What follows belongs to an exercise in optimizing a design on an open flow for small area; a production flow would make more cautious choices.
Where RTL was checked, it was by simulation tests only, not by an equivalence proof against the original.
Power is estimated from default activity; no workload was simulated.

==> flow/design.v <==
module avg_line_sink #(
    parameter int PIXEL_WIDTH  = 8,
    parameter int IMAGE_WIDTH  = 128,
    parameter int IMAGE_HEIGHT = 4,
    parameter int SUM_WIDTH    = PIXEL_WIDTH + $clog2(IMAGE_WIDTH)
) (
    input  logic                              clk,
    input  logic                              arstn,
    input  logic [PIXEL_WIDTH-1:0]            din_data,
    input  logic                              din_valid,
    output logic [$clog2(IMAGE_WIDTH)-1:0]    col,
    output logic [$clog2(IMAGE_HEIGHT+1)-1:0] row,
    output logic                              line_done,
    output logic [SUM_WIDTH-1:0]              line_sum,
    output logic                              frame_done,
    output logic                              rd_avail,
    output logic                              rd_bank,
    input  logic                              rd_en,
    input  logic [$clog2(IMAGE_WIDTH)-1:0]    rd_addr,
    output logic [PIXEL_WIDTH-1:0]            rd_data,
    input  logic                              rd_release,
    output logic                              overflow
);
    localparam int CW = $clog2(IMAGE_WIDTH);
    localparam int RW = $clog2(IMAGE_HEIGHT + 1);
    localparam int HW = $clog2(IMAGE_HEIGHT);
    localparam logic [CW-1:0] COL_LAST = CW'(IMAGE_WIDTH - 1);
    localparam logic [HW-1:0] ROW_LAST = HW'(IMAGE_HEIGHT - 1);
    logic [1:0]             bank_full;
    logic                   wbank;
    logic [HW-1:0]          row_q;
    logic [SUM_WIDTH-1:0]   acc;
    logic [SUM_WIDTH-1:0]   acc_base;
    logic                   accept;
    logic                   drop;
    logic                   last_col;
    logic                   commit;
    logic                   release_ok;
    logic                   load_r;
    logic [PIXEL_WIDTH-1:0] wline [0:IMAGE_WIDTH-2];
    logic [PIXEL_WIDTH-1:0] xpix;
    logic [PIXEL_WIDTH-1:0] rline [0:IMAGE_WIDTH-1];
    assign accept     = din_valid && !bank_full[wbank];
    assign drop       = din_valid &&  bank_full[wbank];
    assign last_col   = (col == COL_LAST);
    assign commit     = accept && last_col;
    assign rd_avail   = |bank_full;
    assign release_ok = rd_release && rd_avail;
    assign load_r     = (commit && (!rd_avail || release_ok)) ||
                        (release_ok && (&bank_full));
    assign row = RW'(row_q);
    always_ff @(posedge clk or negedge arstn) begin
        if (!arstn) begin
            bank_full <= 2'b00;
        end else begin
            for (int b = 0; b < 2; b++) begin
                if (release_ok && (rd_bank == 1'(b))) bank_full[b] <= 1'b0;
                if (commit && (wbank == 1'(b)))       bank_full[b] <= 1'b1;
            end
        end
    end
    localparam int NSEG = 8;
    localparam int SEGW = IMAGE_WIDTH / NSEG;
    logic            wfull;
    logic            load_commit;
    logic            load_release;
    logic [NSEG-1:0] shift_seg;
    logic [NSEG-1:0] load_seg;
    assign wfull        = bank_full[wbank];
    assign load_commit  = last_col && (!rd_avail || release_ok);
    assign load_release = release_ok && (&bank_full);
    for (genvar g = 0; g < NSEG; g++) begin : g_seg
        avg_line_sink_en u_shift (
            .valid(din_valid), .full(wfull), .last(last_col), .en(shift_seg[g])
        );
        avg_line_sink_ld u_load (
            .valid(din_valid), .full(wfull), .commit_ok(load_commit),
            .release_full(load_release), .en(load_seg[g])
        );
    end
    always_ff @(posedge clk) begin
        for (int k = 0; k < IMAGE_WIDTH - 1; k++) begin
            if (shift_seg[k / SEGW]) wline[k] <= (k == 0) ? din_data : wline[k == 0 ? 0 : k-1];
        end
        if (commit) begin
            xpix <= din_data;
        end
        for (int k = 0; k < IMAGE_WIDTH; k++) begin
            if (load_seg[k / SEGW]) rline[k] <= (k == 0) ? (commit ? din_data : xpix) : wline[k == 0 ? 0 : k-1];
        end
    end
    localparam int NGRP = (IMAGE_WIDTH + 2) / 3;
    logic [3*NGRP-1:0]      rd_sel;
    logic [PIXEL_WIDTH-1:0] rd_word;
    always_comb begin
        rd_sel = '0;
        for (int k = 0; k < IMAGE_WIDTH; k++) rd_sel[k] = (rd_addr == CW'(COL_LAST - k));
    end
    for (genvar b = 0; b < PIXEL_WIDTH; b++) begin : g_rd_bit
        logic [NGRP-1:0] grp_n;
        for (genvar j = 0; j < NGRP; j++) begin : g_grp
            logic [2:0] d;
            for (genvar i = 0; i < 3; i++) begin : g_in
                if (3 * j + i < IMAGE_WIDTH) begin : g_pix
                    assign d[i] = rline[3 * j + i][b];
                end else begin : g_pad
                    assign d[i] = 1'b0;
                end
            end
            avg_line_sink_aoi3 u_aoi (.s(rd_sel[3 * j +: 3]), .d(d), .y(grp_n[j]));
        end
        assign rd_word[b] = ~&grp_n;
    end
    assign acc_base = (col == '0) ? '0 : acc;
    always_ff @(posedge clk) begin
        if (accept) begin
            acc <= acc_base + SUM_WIDTH'(din_data);
        end
    end
    always_ff @(posedge clk or negedge arstn) begin
        if (!arstn) begin
            col        <= '0;
            row_q      <= '0;
            line_done  <= 1'b0;
            frame_done <= 1'b0;
            line_sum   <= '0;
            wbank      <= 1'b0;
            rd_bank    <= 1'b0;
            rd_data    <= '0;
            overflow   <= 1'b0;
        end else begin
            line_done  <= commit;
            frame_done <= commit && (row_q == ROW_LAST);
            if (accept) begin
                col <= col + CW'(1);
            end
            if (commit) begin
                line_sum <= acc_base + SUM_WIDTH'(din_data);
                wbank    <= ~wbank;
                row_q    <= row_q + HW'(1);
            end
            if (drop) begin
                overflow <= 1'b1;
            end
            if (release_ok) begin
                rd_bank <= ~rd_bank;
            end
            if (rd_en) begin
                rd_data <= rd_word;
            end
        end
    end
endmodule
module avg_line_sink_aoi3 (
    input  logic [2:0] s,
    input  logic [2:0] d,
    output logic       y
);
    assign y = ~((s[0] & d[0]) | (s[1] & d[1]) | (s[2] & d[2]));
endmodule
module avg_line_sink_en (
    input  logic valid,
    input  logic full,
    input  logic last,
    output logic en
);
    assign en = valid && !full && !last;
endmodule
module avg_line_sink_ld (
    input  logic valid,
    input  logic full,
    input  logic commit_ok,
    input  logic release_full,
    output logic en
);
    assign en = (valid && !full && commit_ok) || release_full;
endmodule
clock: 4.0 ns
lec_check: 0
cap_margin: 20
core_margin: 2
core_utilization: 40
setup_slack_margin: 0.2
slew_margin: 20
synth_hierarchical: 1
synth_minimum_keep_size: 0
standard.sh (not shown) runs the stock make flow with config.mk's settings and CLKGATE_MAP_FILE= SYNTH_SCRIPT=/design/flow/synth_recipe.tcl, a recipe that flattens the netlist after the stock synthesis.
==> flow/flow/run.sh <==
#!/bin/bash
# Own flow: the standard layout (standard.sh), with a clock tree whose
# root and trunk use clkbuf_16 and whose leaves use small clkbuf_4 clusters,
# without dummy loads. make's full output goes to standard.log here; ORFS
# keeps each step's log under orfs/logs/.
set -euo pipefail
CTS_ARGS="-sink_clustering_enable -repair_clock_nets -dont_use_dummy_load"
CTS_ARGS+=" -buf_list sky130_fd_sc_hd__clkbuf_4"
CTS_ARGS+=" -root_buf sky130_fd_sc_hd__clkbuf_16 -tree_buf sky130_fd_sc_hd__clkbuf_16"
CTS_ARGS+=" -sink_clustering_size 10 -sink_clustering_max_diameter 40"
bash standard.sh "CTS_ARGS=$CTS_ARGS" finish > standard.log 2>&1
Rerun with:
--- a/flow/design.v
+++ b/flow/design.v
@@ -60,32 +60,15 @@
         end
     end
-    localparam int NSEG = 8;
-    localparam int SEGW = IMAGE_WIDTH / NSEG;
-    logic            wfull;
-    logic            load_commit;
-    logic            load_release;
-    logic [NSEG-1:0] shift_seg;
-    logic [NSEG-1:0] load_seg;
-    assign wfull        = bank_full[wbank];
-    assign load_commit  = last_col && (!rd_avail || release_ok);
-    assign load_release = release_ok && (&bank_full);
-    for (genvar g = 0; g < NSEG; g++) begin : g_seg
-        avg_line_sink_en u_shift (
-            .valid(din_valid), .full(wfull), .last(last_col), .en(shift_seg[g])
-        );
-        avg_line_sink_ld u_load (
-            .valid(din_valid), .full(wfull), .commit_ok(load_commit),
-            .release_full(load_release), .en(load_seg[g])
-        );
-    end
     always_ff @(posedge clk) begin
-        for (int k = 0; k < IMAGE_WIDTH - 1; k++) begin
-            if (shift_seg[k / SEGW]) wline[k] <= (k == 0) ? din_data : wline[k == 0 ? 0 : k-1];
+        if (accept && !last_col) begin
+            wline[0] <= din_data;
+            for (int k = 1; k < IMAGE_WIDTH - 1; k++) wline[k] <= wline[k-1];
         end
         if (commit) begin
             xpix <= din_data;
         end
-        for (int k = 0; k < IMAGE_WIDTH; k++) begin
-            if (load_seg[k / SEGW]) rline[k] <= (k == 0) ? (commit ? din_data : xpix) : wline[k == 0 ? 0 : k-1];
+        if (load_r) begin
+            rline[0] <= commit ? din_data : xpix;
+            for (int k = 1; k < IMAGE_WIDTH; k++) rline[k] <= wline[k-1];
         end
     end
@@ -159,19 +142,2 @@
     assign y = ~((s[0] & d[0]) | (s[1] & d[1]) | (s[2] & d[2]));
 endmodule
-module avg_line_sink_en (
-    input  logic valid,
-    input  logic full,
-    input  logic last,
-    output logic en
-);
-    assign en = valid && !full && !last;
-endmodule
-module avg_line_sink_ld (
-    input  logic valid,
-    input  logic full,
-    input  logic commit_ok,
-    input  logic release_full,
-    output logic en
-);
-    assign en = (valid && !full && commit_ok) || release_full;
-endmodule
The new run completed without violations.
Global-route usage barely changes.
Wire length fell by 0.99%.
Via count shrinks by about 1.6%.
Worst setup slack gains 0.18 ns.
Final area went down by 0.49%.
Die area decreases by 0.36%.
Combinational power is higher by about 4%.
Total power goes down by 1.9%.
Synthesized cell count goes down by about 2.4%.
Function not checked in the first run of this note: the RTL went through the layout flow alone.

== the baseline ==
avg_line_sink with an RTL version that a note above also has.
Size in the first run: about 2,900 cells after synthesis, ~2,100 flip-flops, ~58 I/O pins.
==> module avg_line_sink, before the edit <==
module avg_line_sink #(
    parameter int PIXEL_WIDTH  = 8,
    parameter int IMAGE_WIDTH  = 128,
    parameter int IMAGE_HEIGHT = 4,
    parameter int SUM_WIDTH    = PIXEL_WIDTH + $clog2(IMAGE_WIDTH)
) (
    input  logic                              clk,
    input  logic                              arstn,
    input  logic [PIXEL_WIDTH-1:0]            din_data,
    input  logic                              din_valid,
    output logic [$clog2(IMAGE_WIDTH)-1:0]    col,
    output logic [$clog2(IMAGE_HEIGHT+1)-1:0] row,
    output logic                              line_done,
    output logic [SUM_WIDTH-1:0]              line_sum,
    output logic                              frame_done,
    output logic                              rd_avail,
    output logic                              rd_bank,
    input  logic                              rd_en,
    input  logic [$clog2(IMAGE_WIDTH)-1:0]    rd_addr,
    output logic [PIXEL_WIDTH-1:0]            rd_data,
    input  logic                              rd_release,
    output logic                              overflow
);
    localparam int CW = $clog2(IMAGE_WIDTH);
    localparam int RW = $clog2(IMAGE_HEIGHT + 1);
    localparam int HW = $clog2(IMAGE_HEIGHT);
    localparam logic [CW-1:0] COL_LAST = CW'(IMAGE_WIDTH - 1);
    localparam logic [HW-1:0] ROW_LAST = HW'(IMAGE_HEIGHT - 1);
    logic [1:0]             bank_full;
    logic                   wbank;
    logic [HW-1:0]          row_q;
    logic [SUM_WIDTH-1:0]   acc;
    logic [SUM_WIDTH-1:0]   acc_base;
    logic                   accept;
    logic                   drop;
    logic                   last_col;
    logic                   commit;
    logic                   release_ok;
    logic                   load_r;
    logic [PIXEL_WIDTH-1:0] wline [0:IMAGE_WIDTH-2];
    logic [PIXEL_WIDTH-1:0] xpix;
    logic [PIXEL_WIDTH-1:0] rline [0:IMAGE_WIDTH-1];
    assign accept     = din_valid && !bank_full[wbank];
    assign drop       = din_valid &&  bank_full[wbank];
    assign last_col   = (col == COL_LAST);
    assign commit     = accept && last_col;
    assign rd_avail   = |bank_full;
    assign release_ok = rd_release && rd_avail;
    assign load_r     = (commit && (!rd_avail || release_ok)) ||
                        (release_ok && (&bank_full));
    assign row = RW'(row_q);
    always_ff @(posedge clk or negedge arstn) begin
        if (!arstn) begin
            bank_full <= 2'b00;
        end else begin
            for (int b = 0; b < 2; b++) begin
                if (release_ok && (rd_bank == 1'(b))) bank_full[b] <= 1'b0;
                if (commit && (wbank == 1'(b)))       bank_full[b] <= 1'b1;
            end
        end
    end
    always_ff @(posedge clk) begin
        if (accept && !last_col) begin
            wline[0] <= din_data;
            for (int k = 1; k < IMAGE_WIDTH - 1; k++) wline[k] <= wline[k-1];
        end
        if (commit) begin
            xpix <= din_data;
        end
        if (load_r) begin
            rline[0] <= commit ? din_data : xpix;
            for (int k = 1; k < IMAGE_WIDTH; k++) rline[k] <= wline[k-1];
        end
    end
    localparam int NGRP = (IMAGE_WIDTH + 2) / 3;
    logic [3*NGRP-1:0]      rd_sel;
    logic [PIXEL_WIDTH-1:0] rd_word;
    always_comb begin
        rd_sel = '0;
        for (int k = 0; k < IMAGE_WIDTH; k++) rd_sel[k] = (rd_addr == CW'(COL_LAST - k));
    end
    for (genvar b = 0; b < PIXEL_WIDTH; b++) begin : g_rd_bit
        logic [NGRP-1:0] grp_n;
        for (genvar j = 0; j < NGRP; j++) begin : g_grp
            logic [2:0] d;
            for (genvar i = 0; i < 3; i++) begin : g_in
                if (3 * j + i < IMAGE_WIDTH) begin : g_pix
                    assign d[i] = rline[3 * j + i][b];
                end else begin : g_pad
                    assign d[i] = 1'b0;
                end
            end
            avg_line_sink_aoi3 u_aoi (.s(rd_sel[3 * j +: 3]), .d(d), .y(grp_n[j]));
        end
        assign rd_word[b] = ~&grp_n;
    end
    assign acc_base = (col == '0) ? '0 : acc;
    always_ff @(posedge clk) begin
        if (accept) begin
            acc <= acc_base + SUM_WIDTH'(din_data);
        end
    end
    always_ff @(posedge clk or negedge arstn) begin
        if (!arstn) begin
            col        <= '0;
            row_q      <= '0;
            line_done  <= 1'b0;
            frame_done <= 1'b0;
            line_sum   <= '0;
            wbank      <= 1'b0;
            rd_bank    <= 1'b0;
            rd_data    <= '0;
            overflow   <= 1'b0;
        end else begin
            line_done  <= commit;
            frame_done <= commit && (row_q == ROW_LAST);
            if (accept) begin
                col <= col + CW'(1);
            end
            if (commit) begin
                line_sum <= acc_base + SUM_WIDTH'(din_data);
                wbank    <= ~wbank;
                row_q    <= row_q + HW'(1);
            end
            if (drop) begin
                overflow <= 1'b1;
            end
            if (release_ok) begin
                rd_bank <= ~rd_bank;
            end
            if (rd_en) begin
                rd_data <= rd_word;
            end
        end
    end
endmodule
clock: 4.0 ns
lec_check: 0
cap_margin: 20
core_margin: 2
core_utilization: 40
place_density: 0.8
setup_slack_margin: 0.2
slew_margin: 20
synth_hierarchical: 1
synth_minimum_keep_size: 0
==> flow/flow/run.sh <==
#!/bin/bash
# Own flow: the standard layout (standard.sh) with these changes:
#  * after global placement, flow/rebuf.tcl rebuilds the buffer trees of the
#    two enables that reach about a thousand flip-flops each: one buf_8 per
#    compact group of about 128 loads, and drops the other buffers that
#    timing-driven placement added (later repair steps size and buffer
#    where slew, load or timing need it);
#  * the clock tree's root and trunk use clkbuf_16, its leaves drive small
#    clusters through clkbuf_8, without dummy loads;
#  * every input and output port is buffered with buf_2.
# make's full output goes to standard.log here; ORFS keeps each step's log
# under orfs/logs/.
set -euo pipefail
CTS_ARGS="-sink_clustering_enable -repair_clock_nets -dont_use_dummy_load"
CTS_ARGS+=" -buf_list sky130_fd_sc_hd__clkbuf_8"
CTS_ARGS+=" -root_buf sky130_fd_sc_hd__clkbuf_16 -tree_buf sky130_fd_sc_hd__clkbuf_16"
CTS_ARGS+=" -sink_clustering_size 18 -sink_clustering_max_diameter 55"
bash standard.sh "CTS_ARGS=$CTS_ARGS" "POST_GLOBAL_PLACE_TCL=$PWD/flow/rebuf.tcl" \
    "BUFFER_PORTS_ARGS=-buffer_cell sky130_fd_sc_hd__buf_2" finish > standard.log 2>&1
Other scripts of this flow, unchanged in this note and not shown: flow/flow/rebuf.tcl
Changes in the candidate relative to the baseline:
-- flow/design.v --
<<< the baseline, line 74
    end
    localparam int NGRP = (IMAGE_WIDTH + 2) / 3;
    logic [3*NGRP-1:0]      rd_sel;
    logic [PIXEL_WIDTH-1:0] rd_word;
    always_comb begin
        rd_sel = '0;
        for (int k = 0; k < IMAGE_WIDTH; k++) rd_sel[k] = (rd_addr == CW'(COL_LAST - k));
    end
>>> the candidate, line 74
    end
    localparam int NGRP = (IMAGE_WIDTH + 2) / 3;
    logic [IMAGE_WIDTH-1:0] rd_sel;
    logic [PIXEL_WIDTH-1:0] rd_word;
    always_comb begin
        for (int k = 0; k < IMAGE_WIDTH; k++) rd_sel[k] = (rd_addr == CW'(COL_LAST - k));
    end
<<< the baseline, line 83
        logic [NGRP-1:0] grp_n;
        for (genvar j = 0; j < NGRP; j++) begin : g_grp
            logic [2:0] d;
            for (genvar i = 0; i < 3; i++) begin : g_in
                if (3 * j + i < IMAGE_WIDTH) begin : g_pix
                    assign d[i] = rline[3 * j + i][b];
                end else begin : g_pad
                    assign d[i] = 1'b0;
                end
            end
            avg_line_sink_aoi3 u_aoi (.s(rd_sel[3 * j +: 3]), .d(d), .y(grp_n[j]));
        end
        assign rd_word[b] = ~&grp_n;
>>> the candidate, line 82
        logic [NGRP-1:0] grp_n;
        for (genvar j = 0; j < NGRP; j++) begin : g_grp
            logic [2:0] s;
            logic [2:0] d;
            for (genvar i = 0; i < 3; i++) begin : g_in
                localparam int K = (3 * j + i < IMAGE_WIDTH) ? 3 * j + i : IMAGE_WIDTH - 1;
                assign s[i] = rd_sel[K];
                assign d[i] = rline[K][b];
            end
            avg_line_sink_aoi3 u_aoi (.s(s), .d(d), .y(grp_n[j]));
        end
        assign rd_word[b] = ~&grp_n;
Notes after the runs:
In the tables for the baseline and the candidate, switching portion of total power reads lower with the candidate. Between the baseline and the candidate, the combinational share of power does not differ in any meaningful way. Diff the baseline -> the candidate: cell-internal power essentially unchanged; time the final worst path needs with I/O delays and setup increased 0.048 ns; fraction of area in multi-input gates essentially unchanged; least setup slack across all paths after layout decreased 0.048 ns. Looking at iteration-0 DRC count of the detailed router, the candidate sits 335 higher than the baseline does. For the baseline, the critical-path cell with the highest stage delay was a222oi_1, unlike the candidate, where it was nor4_1.

## re-timing with driven ports
The results above use ideal ports. As a check the final layouts listed here were re-extracted and re-timed, cells and wires unchanged. Step 1 assumes that a clkbuf_16 drives the clock port and a buf_2 every other input. Step 2 also shifts input and output timing later by t, the mid clock arrival at the registers, as if the neighbouring blocks saw the same clock. Three values: no drivers, after step 1, after step 2; two values: the first two.
run	t (ns)	setup slack, ns	worst register clock-pin slew, ns	worst slew at a driven data input, ns	pins driven straight from the clock port
the first run of note 1	0.903	0.265 / 0.314 / -0.589	0.11 / 0.11	0.20	1
the second run of note 1	0.908	0.448 / 0.503 / -0.405	0.11 / 0.11	0.17	1
the baseline	0.807	0.227 / 0.268 / -0.540	0.11 / 0.11	0.14	1
the candidate	0.784	0.179 / 0.230 / -0.554	0.11 / 0.11	0.08	1
With both steps, setup timing fails in every run listed, where it was met with ideal ports. For the first run of note 1, which loses most, drivers alone change the setup slack by +0.049 ns; drivers and shift together by -0.854 ns.
